What follows belongs to an exercise in optimizing a design on an open flow for small area; a production flow would make more cautious choices. The RTL was checked by simulation tests, not by an equivalence proof against the original design. No activity file was given, so power comes from the tool's default toggle rates.

==> inputs of quartz <==
==> flow/design.v <==
module regfile_multiport #(
    parameter int XLEN     = 32,
    parameter int NREGS    = 32,
    parameter int NRD      = 2,
    parameter bit ZERO_REG = 1'b1,
    parameter bit BYPASS   = 1'b1,
    localparam int AW      = $clog2(NREGS)
) (
    input  logic                clk,
    input  logic                rst,
    input  logic [NRD*AW-1:0]   raddr,
    output logic [NRD*XLEN-1:0] rdata,
    input  logic                we,
    input  logic [AW-1:0]       waddr,
    input  logic [XLEN-1:0]     wdata,
    input  logic                sb_set,
    input  logic [AW-1:0]       sb_addr,
    input  logic                sb_flush,
    output logic [NREGS-1:0]    busy,
    input  logic                dump_req,
    output logic                dump_valid,
    input  logic                dump_ready,
    output logic [AW-1:0]       dump_addr,
    output logic [XLEN-1:0]     dump_data,
    output logic                dump_last,
    output logic                dump_done
);
    localparam int            R0       = ZERO_REG ? 1 : 0;
    localparam logic [AW-1:0] LAST_IDX = AW'(NREGS - 1);
    logic [XLEN-1:0]  regs_n [NREGS];  
    logic [NREGS-1:0] wsel_n;          
    logic [NREGS-1:0] ssel_n;          
    logic [NREGS-1:0] ld;              
    logic [XLEN-1:0]  wd_n;            
    logic [XLEN-1:0]  wdata_n;
    logic             wz;              
    logic             rst_n;
    logic             wz4;
    rf_inv u_rstn (.a(rst), .y(rst_n));
    rf_or4  u_wz4 (.a(waddr[0]), .b(waddr[1]), .c(waddr[2]), .d(waddr[3]), .y(wz4));
    rf_nor2 u_wz  (.a(wz4), .b(waddr[4]), .y(wz));
    for (genvar b = 0; b < XLEN; b++) begin : g_wd
        rf_nand2 u_d (.a(wdata[b]), .b(rst_n), .y(wd_n[b]));
        rf_inv   u_n (.a(wdata[b]), .y(wdata_n[b]));
    end
    rf_dec32 #(.HAS_EN(1)) u_wdec (.a(waddr),   .en(we),     .mask_n({32{1'b1}}), .sel_n(wsel_n));
    rf_dec32 #(.HAS_EN(1)) u_sdec (.a(sb_addr), .en(sb_set), .mask_n({32{1'b1}}), .sel_n(ssel_n));
    if (ZERO_REG) begin : g_x0
        assign regs_n[0] = '1;
    end
    for (genvar r = R0; r < NREGS; r++) begin : g_reg
        logic [XLEN-1:0] q;
        rf_nand2 u_ld (.a(wsel_n[r]), .b(rst_n), .y(ld[r]));
        always_ff @(posedge clk) begin
            if (ld[r]) q <= wd_n;
        end
        assign regs_n[r] = q;
    end
    for (genvar p = 0; p < NRD; p++) begin : g_rd
        logic [AW-1:0]         a;
        logic                  hit_n, match_n;
        logic [NREGS-1:0]      sel_n, tsel_n;
        logic [NREGS*XLEN-1:0] din_n;
        logic [AW-1:0]         xn;
        logic                  ea, eb;
        assign a = raddr[p*AW +: AW];
        for (genvar i = 0; i < AW; i++) begin : g_x
            rf_xnor2 u (.a(a[i]), .b(waddr[i]), .y(xn[i]));
        end
        if (BYPASS) begin : g_hit
            rf_and3  u_ea (.a(xn[0]), .b(xn[1]), .c(xn[2]), .y(ea));
            rf_and3  u_eb (.a(xn[3]), .b(xn[4]), .c(we), .y(eb));
            rf_nand2 u_mn (.a(ea), .b(eb), .y(match_n));
            rf_or2   u_hn (.a(match_n), .b(wz), .y(hit_n));
        end else begin : g_nohit
            assign hit_n = 1'b1;
        end
        rf_dec32 #(.HAS_EN(0), .MASK(BYPASS)) u_dec (
            .a(a), .en(1'b1), .mask_n(wsel_n), .sel_n(sel_n));
        always_comb begin
            tsel_n = sel_n;
            if (R0 == 1) tsel_n[0] = hit_n;
            for (int r = 0; r < NREGS; r++) din_n[r*XLEN +: XLEN] = regs_n[r];
            if (R0 == 1) din_n[0 +: XLEN] = wdata_n;
        end
        rf_oasel #(.XLEN(XLEN), .N(NREGS)) u_sel (
            .sel_n(tsel_n), .din_n(din_n), .dout(rdata[p*XLEN +: XLEN]));
    end
    logic [NREGS-1:0] busy_q, busy_d;
    logic             sb_clr;
    assign sb_clr = rst || sb_flush;
    for (genvar r = 0; r < NREGS; r++) begin : g_sb
        logic keep_n;
        rf_nand2 u_k (.a(busy_q[r]), .b(wsel_n[r]), .y(keep_n));
        rf_o22ai u_d (.a1(sb_clr), .a2(ssel_n[r]), .b1(sb_clr), .b2(keep_n), .y(busy_d[r]));
    end
    always_ff @(posedge clk) busy_q <= busy_d;
    always_comb begin
        busy = busy_q;
        if (ZERO_REG) busy[0] = 1'b0;
    end
    logic          run, done;
    logic [AW-1:0] idx;
    logic          at_last;
    assign at_last = idx == LAST_IDX;
    always_ff @(posedge clk) begin
        if (rst) begin
            run  <= 1'b0;
            done <= 1'b0;
            idx  <= '0;
        end else begin
            done <= run && dump_ready && at_last;
            if (run) begin
                if (dump_ready) begin
                    if (at_last) run <= 1'b0;
                    idx <= idx + 1'b1;
                end
            end else if (!done && dump_req) begin
                run <= 1'b1;
            end
        end
    end
    logic [NREGS-1:0]      dsel_n;
    logic [NREGS*XLEN-1:0] ddin_n;
    rf_dec32 #(.HAS_EN(0)) u_ddec (.a(idx), .en(1'b1), .mask_n({32{1'b1}}), .sel_n(dsel_n));
    always_comb begin
        for (int r = 0; r < NREGS; r++) ddin_n[r*XLEN +: XLEN] = regs_n[r];
    end
    rf_oasel #(.XLEN(XLEN), .N(NREGS-R0)) u_dsel (
        .sel_n(dsel_n[NREGS-1:R0]), .din_n(ddin_n[NREGS*XLEN-1:R0*XLEN]), .dout(dump_data));
    assign dump_valid = run;
    assign dump_addr  = idx;
    assign dump_last  = run && at_last;
    assign dump_done  = done;
endmodule
module rf_dec32 #(
    parameter bit HAS_EN = 1'b1,
    parameter bit MASK   = 1'b0      
) (
    input  logic [4:0]  a,
    input  logic        en,
    input  logic [31:0] mask_n,
    output logic [31:0] sel_n
);
    logic [4:0] a_n;
    logic [3:0] lo;
    logic [7:0] hi;
    for (genvar i = 0; i < 5; i++) begin : g_inv
        rf_inv u (.a(a[i]), .y(a_n[i]));
    end
    for (genvar k = 0; k < 4; k++) begin : g_lo
        if (HAS_EN) begin : g_en
            rf_and3 u (.a(en), .b(k[0] ? a[0] : a_n[0]), .c(k[1] ? a[1] : a_n[1]), .y(lo[k]));
        end else begin : g_noen
            rf_and2 u (.a(k[0] ? a[0] : a_n[0]), .b(k[1] ? a[1] : a_n[1]), .y(lo[k]));
        end
    end
    for (genvar k = 0; k < 8; k++) begin : g_hi
        rf_and3 u (.a(k[0] ? a[2] : a_n[2]), .b(k[1] ? a[3] : a_n[3]),
                   .c(k[2] ? a[4] : a_n[4]), .y(hi[k]));
    end
    for (genvar r = 0; r < 32; r++) begin : g_sel
        if (MASK) begin : g_m
            rf_nand3 u (.a(lo[r % 4]), .b(hi[r / 4]), .c(mask_n[r]), .y(sel_n[r]));
        end else begin : g_n
            rf_nand2 u (.a(lo[r % 4]), .b(hi[r / 4]), .y(sel_n[r]));
        end
    end
endmodule
module rf_oasel #(
    parameter int XLEN = 32,
    parameter int N    = 32
) (
    input  logic [N-1:0]      sel_n,
    input  logic [N*XLEN-1:0] din_n,
    output logic [XLEN-1:0]   dout
);
    localparam int NP = N / 2;
    localparam int H  = NP + N % 2;
    for (genvar b = 0; b < XLEN; b++) begin : g_bit
        logic [H-1:0] hi;
        for (genvar g = 0; g < NP; g++) begin : g_t2
            rf_o22ai u (.a1(sel_n[2*g]),   .a2(din_n[(2*g)*XLEN + b]),
                        .b1(sel_n[2*g+1]), .b2(din_n[(2*g+1)*XLEN + b]),
                        .y(hi[g]));
        end
        if (N % 2 == 1) begin : g_t1
            rf_nor2 u (.a(sel_n[N-1]), .b(din_n[(N-1)*XLEN + b]), .y(hi[NP]));
        end
        if (H == 16) begin : g_or16
            rf_or16 u (.a(hi), .y(dout[b]));
        end else begin : g_or
            assign dout[b] = |hi;
        end
    end
endmodule
module rf_or16 (input logic [15:0] a, output logic y);
    assign y = |a;
endmodule
module rf_o22ai (input logic a1, a2, b1, b2, output logic y);
    assign y = ~((a1 | a2) & (b1 | b2));
endmodule
module rf_nand2 (input logic a, b, output logic y);
    assign y = ~(a & b);
endmodule
module rf_nand3 (input logic a, b, c, output logic y);
    assign y = ~(a & b & c);
endmodule
module rf_nor2 (input logic a, b, output logic y);
    assign y = ~(a | b);
endmodule
module rf_inv (input logic a, output logic y);
    assign y = ~a;
endmodule
module rf_and2 (input logic a, b, output logic y);
    assign y = a & b;
endmodule
module rf_and3 (input logic a, b, c, output logic y);
    assign y = a & b & c;
endmodule
module rf_or2 (input logic a, b, output logic y);
    assign y = a | b;
endmodule
module rf_or3 (input logic a, b, c, output logic y);
    assign y = a | b | c;
endmodule
module rf_or4 (input logic a, b, c, d, output logic y);
    assign y = a | b | c | d;
endmodule
module rf_xnor2 (input logic a, b, output logic y);
    assign y = ~(a ^ b);
endmodule
==> flow/flow/run.sh <==
#!/bin/bash
# Standard layout with two changes: the port buffers are buf_1 cells instead
# of the default delay cells, and clock tree synthesis uses sky130_fd_sc_hd__clkbuf_8 with
# bounded sink clusters and no dummy loads. Each ORFS step keeps its own log
# under orfs/logs/; the make output goes to flow_make.log here.
set -euo pipefail
bash standard.sh \
  "BUFFER_PORTS_ARGS=-buffer_cell sky130_fd_sc_hd__buf_1" \
  "CTS_ARGS=-sink_clustering_enable -repair_clock_nets -dont_use_dummy_load -buf_list sky130_fd_sc_hd__clkbuf_8 -sink_clustering_size 16 -sink_clustering_max_diameter 80" \
  finish > flow_make.log 2>&1
==> flow/standard.sh <==
#!/bin/bash
# synth_recipe.tcl (not shown) runs the flow's synth.tcl, then flattens the netlist and writes it again
# the make line also repeats each setting of config.mk as NAME=value (left out here)
make -C /OpenROAD-flow-scripts/flow DESIGN_CONFIG=/design/flow/config.mk WORK_HOME=/design/flow/orfs CLKGATE_MAP_FILE= SYNTH_SCRIPT=/design/flow/synth_recipe.tcl "${@:-finish}"
==> flow/config.mk <==
export PLATFORM = sky130hd
export DESIGN_NAME = regfile_multiport
export DESIGN_NICKNAME = regfile_multiport
export VERILOG_FILES = /design/flow/design.v
export SDC_FILE = /design/flow/constraint.sdc
export NUM_CORES = 4
export LEC_CHECK = 0
export CAP_MARGIN = 20
export CELL_PAD_IN_SITES_DETAIL_PLACEMENT = 1
export CELL_PAD_IN_SITES_GLOBAL_PLACEMENT = 1
export CORE_MARGIN = 2
export CORE_UTILIZATION = 40
export PLACE_DENSITY = 0.5
export SLEW_MARGIN = 20
export SYNTH_HIERARCHICAL = 1
==> flow/constraint.sdc <==
create_clock -name core_clock -period 6.5 [get_ports {clk}]
set_input_delay 1.3000 -clock core_clock [delete_from_list [all_inputs] [get_ports {clk}]]
set_output_delay 1.3000 -clock core_clock [all_outputs]
set_load 0.01 [all_outputs]
==> onyx (differences from quartz) <==
--- a/flow/design.v
+++ b/flow/design.v
@@ -33,18 +33,20 @@
     logic [NREGS-1:0] ld;              
     logic [XLEN-1:0]  wd_n;            
     logic [XLEN-1:0]  wdata_n;
+    logic             we_n;
     logic             wz;              
     logic             rst_n;
     logic             wz4;
     rf_inv u_rstn (.a(rst), .y(rst_n));
+    rf_inv u_wen (.a(we), .y(we_n));
     rf_or4  u_wz4 (.a(waddr[0]), .b(waddr[1]), .c(waddr[2]), .d(waddr[3]), .y(wz4));
     rf_nor2 u_wz  (.a(wz4), .b(waddr[4]), .y(wz));
     for (genvar b = 0; b < XLEN; b++) begin : g_wd
         rf_nand2 u_d (.a(wdata[b]), .b(rst_n), .y(wd_n[b]));
         rf_inv   u_n (.a(wdata[b]), .y(wdata_n[b]));
     end
-    rf_dec32 #(.HAS_EN(1)) u_wdec (.a(waddr),   .en(we),     .mask_n({32{1'b1}}), .sel_n(wsel_n));
-    rf_dec32 #(.HAS_EN(1)) u_sdec (.a(sb_addr), .en(sb_set), .mask_n({32{1'b1}}), .sel_n(ssel_n));
+    rf_dec32 #(.HAS_EN(1)) u_wdec (.a(waddr),   .en(we),     .sel_n(wsel_n));
+    rf_dec32 #(.HAS_EN(1)) u_sdec (.a(sb_addr), .en(sb_set), .sel_n(ssel_n));
     if (ZERO_REG) begin : g_x0
         assign regs_n[0] = '1;
     end
@@ -61,22 +63,22 @@
         logic                  hit_n, match_n;
         logic [NREGS-1:0]      sel_n, tsel_n;
         logic [NREGS*XLEN-1:0] din_n;
-        logic [AW-1:0]         xn;
-        logic                  ea, eb;
+        logic [AW-1:0]         x;
+        logic                  xa, xb;
         assign a = raddr[p*AW +: AW];
         for (genvar i = 0; i < AW; i++) begin : g_x
-            rf_xnor2 u (.a(a[i]), .b(waddr[i]), .y(xn[i]));
-        end
+            rf_xor2 u (.a(a[i]), .b(waddr[i]), .y(x[i]));
+        end
+        rf_or3  u_xa (.a(x[0]), .b(x[1]), .c(x[2]), .y(xa));
+        rf_or3  u_xb (.a(x[3]), .b(x[4]), .c(we_n), .y(xb));
         if (BYPASS) begin : g_hit
-            rf_and3  u_ea (.a(xn[0]), .b(xn[1]), .c(xn[2]), .y(ea));
-            rf_and3  u_eb (.a(xn[3]), .b(xn[4]), .c(we), .y(eb));
-            rf_nand2 u_mn (.a(ea), .b(eb), .y(match_n));
-            rf_or2   u_hn (.a(match_n), .b(wz), .y(hit_n));
+            rf_or2 u_mn (.a(xa), .b(xb), .y(match_n));
+            rf_or2 u_hn (.a(match_n), .b(wz), .y(hit_n));
         end else begin : g_nohit
-            assign hit_n = 1'b1;
-        end
-        rf_dec32 #(.HAS_EN(0), .MASK(BYPASS)) u_dec (
-            .a(a), .en(1'b1), .mask_n(wsel_n), .sel_n(sel_n));
+            assign match_n = 1'b1;
+            assign hit_n   = 1'b1;
+        end
+        rf_dec32 #(.HAS_EN(1)) u_dec (.a(a), .en(match_n), .sel_n(sel_n));
         always_comb begin
             tsel_n = sel_n;
             if (R0 == 1) tsel_n[0] = hit_n;
@@ -122,7 +124,7 @@
     end
     logic [NREGS-1:0]      dsel_n;
     logic [NREGS*XLEN-1:0] ddin_n;
-    rf_dec32 #(.HAS_EN(0)) u_ddec (.a(idx), .en(1'b1), .mask_n({32{1'b1}}), .sel_n(dsel_n));
+    rf_dec32 #(.HAS_EN(0)) u_ddec (.a(idx), .en(1'b1), .sel_n(dsel_n));
     always_comb begin
         for (int r = 0; r < NREGS; r++) ddin_n[r*XLEN +: XLEN] = regs_n[r];
     end
@@ -134,12 +136,10 @@
     assign dump_done  = done;
 endmodule
 module rf_dec32 #(
-    parameter bit HAS_EN = 1'b1,
-    parameter bit MASK   = 1'b0      
+    parameter bit HAS_EN = 1'b1
 ) (
     input  logic [4:0]  a,
     input  logic        en,
-    input  logic [31:0] mask_n,
     output logic [31:0] sel_n
 );
     logic [4:0] a_n;
@@ -160,11 +160,7 @@
                    .c(k[2] ? a[4] : a_n[4]), .y(hi[k]));
     end
     for (genvar r = 0; r < 32; r++) begin : g_sel
-        if (MASK) begin : g_m
-            rf_nand3 u (.a(lo[r % 4]), .b(hi[r / 4]), .c(mask_n[r]), .y(sel_n[r]));
-        end else begin : g_n
-            rf_nand2 u (.a(lo[r % 4]), .b(hi[r / 4]), .y(sel_n[r]));
-        end
+        rf_nand2 u (.a(lo[r % 4]), .b(hi[r / 4]), .y(sel_n[r]));
     end
 endmodule
 module rf_oasel #(
@@ -203,9 +199,6 @@
 module rf_nand2 (input logic a, b, output logic y);
     assign y = ~(a & b);
 endmodule
-module rf_nand3 (input logic a, b, c, output logic y);
-    assign y = ~(a & b & c);
-endmodule
 module rf_nor2 (input logic a, b, output logic y);
     assign y = ~(a | b);
 endmodule
@@ -227,6 +220,6 @@
 module rf_or4 (input logic a, b, c, d, output logic y);
     assign y = a | b | c | d;
 endmodule
-module rf_xnor2 (input logic a, b, output logic y);
-    assign y = ~(a ^ b);
-endmodule
+module rf_xor2 (input logic a, b, output logic y);
+    assign y = a ^ b;
+endmodule
==> maple (differences from quartz) <==
--- a/flow/design.v
+++ b/flow/design.v
@@ -33,18 +33,19 @@
     logic [NREGS-1:0] ld;              
     logic [XLEN-1:0]  wd_n;            
     logic [XLEN-1:0]  wdata_n;
-    logic             wz;              
+    logic             wr_en_n;         
     logic             rst_n;
-    logic             wz4;
+    logic             wnz, wz4;
     rf_inv u_rstn (.a(rst), .y(rst_n));
     rf_or4  u_wz4 (.a(waddr[0]), .b(waddr[1]), .c(waddr[2]), .d(waddr[3]), .y(wz4));
-    rf_nor2 u_wz  (.a(wz4), .b(waddr[4]), .y(wz));
+    rf_or2  u_wnz (.a(wz4), .b(waddr[4]), .y(wnz));
+    rf_nand2 u_wen (.a(we), .b(wnz), .y(wr_en_n));
     for (genvar b = 0; b < XLEN; b++) begin : g_wd
         rf_nand2 u_d (.a(wdata[b]), .b(rst_n), .y(wd_n[b]));
         rf_inv   u_n (.a(wdata[b]), .y(wdata_n[b]));
     end
-    rf_dec32 #(.HAS_EN(1)) u_wdec (.a(waddr),   .en(we),     .mask_n({32{1'b1}}), .sel_n(wsel_n));
-    rf_dec32 #(.HAS_EN(1)) u_sdec (.a(sb_addr), .en(sb_set), .mask_n({32{1'b1}}), .sel_n(ssel_n));
+    rf_dec32 #(.HAS_EN(1)) u_wdec (.a(waddr),   .en(we),     .sel_n(wsel_n));
+    rf_dec32 #(.HAS_EN(1)) u_sdec (.a(sb_addr), .en(sb_set), .sel_n(ssel_n));
     if (ZERO_REG) begin : g_x0
         assign regs_n[0] = '1;
     end
@@ -58,25 +59,23 @@
     end
     for (genvar p = 0; p < NRD; p++) begin : g_rd
         logic [AW-1:0]         a;
-        logic                  hit_n, match_n;
+        logic                  hit_n;
         logic [NREGS-1:0]      sel_n, tsel_n;
         logic [NREGS*XLEN-1:0] din_n;
-        logic [AW-1:0]         xn;
-        logic                  ea, eb;
+        logic [AW-1:0]         x;
+        logic                  xa, xb;
         assign a = raddr[p*AW +: AW];
         for (genvar i = 0; i < AW; i++) begin : g_x
-            rf_xnor2 u (.a(a[i]), .b(waddr[i]), .y(xn[i]));
-        end
+            rf_xor2 u (.a(a[i]), .b(waddr[i]), .y(x[i]));
+        end
+        rf_or3  u_xa (.a(x[0]), .b(x[1]), .c(x[2]), .y(xa));
+        rf_or3  u_xb (.a(x[3]), .b(x[4]), .c(wr_en_n), .y(xb));
         if (BYPASS) begin : g_hit
-            rf_and3  u_ea (.a(xn[0]), .b(xn[1]), .c(xn[2]), .y(ea));
-            rf_and3  u_eb (.a(xn[3]), .b(xn[4]), .c(we), .y(eb));
-            rf_nand2 u_mn (.a(ea), .b(eb), .y(match_n));
-            rf_or2   u_hn (.a(match_n), .b(wz), .y(hit_n));
+            rf_or2 u_hitn (.a(xa), .b(xb), .y(hit_n));
         end else begin : g_nohit
             assign hit_n = 1'b1;
         end
-        rf_dec32 #(.HAS_EN(0), .MASK(BYPASS)) u_dec (
-            .a(a), .en(1'b1), .mask_n(wsel_n), .sel_n(sel_n));
+        rf_dec32 #(.HAS_EN(1)) u_dec (.a(a), .en(hit_n), .sel_n(sel_n));
         always_comb begin
             tsel_n = sel_n;
             if (R0 == 1) tsel_n[0] = hit_n;
@@ -122,7 +121,7 @@
     end
     logic [NREGS-1:0]      dsel_n;
     logic [NREGS*XLEN-1:0] ddin_n;
-    rf_dec32 #(.HAS_EN(0)) u_ddec (.a(idx), .en(1'b1), .mask_n({32{1'b1}}), .sel_n(dsel_n));
+    rf_dec32 #(.HAS_EN(0)) u_ddec (.a(idx), .en(1'b1), .sel_n(dsel_n));
     always_comb begin
         for (int r = 0; r < NREGS; r++) ddin_n[r*XLEN +: XLEN] = regs_n[r];
     end
@@ -134,12 +133,10 @@
     assign dump_done  = done;
 endmodule
 module rf_dec32 #(
-    parameter bit HAS_EN = 1'b1,
-    parameter bit MASK   = 1'b0      
+    parameter bit HAS_EN = 1'b1
 ) (
     input  logic [4:0]  a,
     input  logic        en,
-    input  logic [31:0] mask_n,
     output logic [31:0] sel_n
 );
     logic [4:0] a_n;
@@ -160,11 +157,7 @@
                    .c(k[2] ? a[4] : a_n[4]), .y(hi[k]));
     end
     for (genvar r = 0; r < 32; r++) begin : g_sel
-        if (MASK) begin : g_m
-            rf_nand3 u (.a(lo[r % 4]), .b(hi[r / 4]), .c(mask_n[r]), .y(sel_n[r]));
-        end else begin : g_n
-            rf_nand2 u (.a(lo[r % 4]), .b(hi[r / 4]), .y(sel_n[r]));
-        end
+        rf_nand2 u (.a(lo[r % 4]), .b(hi[r / 4]), .y(sel_n[r]));
     end
 endmodule
 module rf_oasel #(
@@ -203,9 +196,6 @@
 module rf_nand2 (input logic a, b, output logic y);
     assign y = ~(a & b);
 endmodule
-module rf_nand3 (input logic a, b, c, output logic y);
-    assign y = ~(a & b & c);
-endmodule
 module rf_nor2 (input logic a, b, output logic y);
     assign y = ~(a | b);
 endmodule
@@ -227,6 +217,6 @@
 module rf_or4 (input logic a, b, c, d, output logic y);
     assign y = a | b | c | d;
 endmodule
-module rf_xnor2 (input logic a, b, output logic y);
-    assign y = ~(a ^ b);
-endmodule
+module rf_xor2 (input logic a, b, output logic y);
+    assign y = a ^ b;
+endmodule
--- a/flow/flow/run.sh
+++ b/flow/flow/run.sh
@@ -6,5 +6,5 @@
 set -euo pipefail
 bash standard.sh \
   "BUFFER_PORTS_ARGS=-buffer_cell sky130_fd_sc_hd__buf_1" \
-  "CTS_ARGS=-sink_clustering_enable -repair_clock_nets -dont_use_dummy_load -buf_list sky130_fd_sc_hd__clkbuf_8 -sink_clustering_size 16 -sink_clustering_max_diameter 80" \
+  "CTS_ARGS=-sink_clustering_enable -repair_clock_nets -dont_use_dummy_load -buf_list sky130_fd_sc_hd__clkbuf_8 -sink_clustering_size 20 -sink_clustering_max_diameter 60" \
   finish > flow_make.log 2>&1
--- a/flow/config.mk
+++ b/flow/config.mk
@@ -6,10 +6,8 @@
 export NUM_CORES = 4
 export LEC_CHECK = 0
 export CAP_MARGIN = 20
-export CELL_PAD_IN_SITES_DETAIL_PLACEMENT = 1
-export CELL_PAD_IN_SITES_GLOBAL_PLACEMENT = 1
 export CORE_MARGIN = 2
 export CORE_UTILIZATION = 40
-export PLACE_DENSITY = 0.5
+export PLACE_DENSITY = 0.45
 export SLEW_MARGIN = 20
 export SYNTH_HIERARCHICAL = 1
==> qor summary <==
quantity                                                                      quartz                     maple                onyx
Outcome                                             no timing/DRC/antenna violations  finished with violations  no timing/DRC/antenna violations
Violated checks                                                                    -      negative setup slack                   -
Worst ir drop on vdd                                                        0.164 mV                  0.152 mV            0.185 mV
Net Count, Synth                                                                3553                      3552                3554
Terminating pin of the worst hold path                             busy_q[3]$_DFF_P_        busy_q[28]$_DFF_P_  busy_q[13]$_DFF_P_
Clock tree cell share of total cell area                                       2.02%                     2.65%               2.03%
Max Clk Rate                                                                 165 MHz                   150 MHz             162 MHz
Non-clock buffer count                                                           375                       400                 386
Clock transition at the registers of the reported paths                      0.10 ns                   0.07 ns             0.08 ns
Worst hold-check slack                                                      0.486 ns                  0.485 ns            0.486 ns
Clkbuf count                                                                      75                       100                  76
Routed met1 length                                                          98500 µm                  98800 µm            94800 µm
Levels on crit path                                                                9                        13                  11
Critical Path Start                                                         waddr[0]                  waddr[3]            waddr[4]
GRT Resource Usage Total                                                       46.1%                     48.5%               47.0%
Number of inverters outside the clock class in the layout                         59                        59                  60
Non-Filler Instances                                                            5447                      5506                5461
Post-detailed-route wirelength per cell                                      50.5 µm                   52.8 µm             51.4 µm
Fraction of area in multi-input gates                                          29.4%                     28.6%               28.8%
Fraction of power spent switching nets                                         28.7%                     28.9%               29.0%
Arrival time at the worst endpoint                                           4.75 ns                   5.35 ns             4.89 ns
NonClk Buf Share                                                               4.76%                     5.80%               5.63%
Part of the total power dissipated in the clock network                        25.1%                     27.1%               25.2%
Number of antenna violations at the first check in global routing                 13                        11                   9
LEAKAGE                                                                      15.9 nW                   16.7 nW             16.2 nW
Crit path time final                                                         6.05 ns                   6.65 ns             6.19 ns
Drt pass-1 iters                                                                  14                        22                  10

==> static timing again, ports no longer ideal <==
In the flow no input, the clock included, has a driving cell. The finished layouts below were timed again as built, in two steps.
Step 1 (the two cells are an assumption about what drives the block):
set clk [get_ports {clk}]
set_driving_cell -lib_cell sky130_fd_sc_hd__clkbuf_16 $clk
set_driving_cell -lib_cell sky130_fd_sc_hd__buf_2 [delete_from_list [all_inputs] $clk]
Step 2 adds t to the input delays and takes it off the output delays; t is the mean of the earliest and latest rising clock arrival at the registers after step 1. Input paths then give back, and output paths get back, about the clock's delay inside the block.
Three values: ideal ports, drivers, drivers and shift; two values: the first two.
run	t (ns)	setup slack, ns	clock arrival spread, ns
quartz	0.857	0.446 / 0.410 / 0.410	0.088 / 0.087
onyx	0.870	0.312 / 0.261 / 0.261	0.061 / 0.060
maple	0.893	-0.153 / -0.195 / -0.195	0.081 / 0.081
For onyx, which loses most, drivers alone change the setup slack by -0.051 ns; drivers and shift together by -0.051 ns.
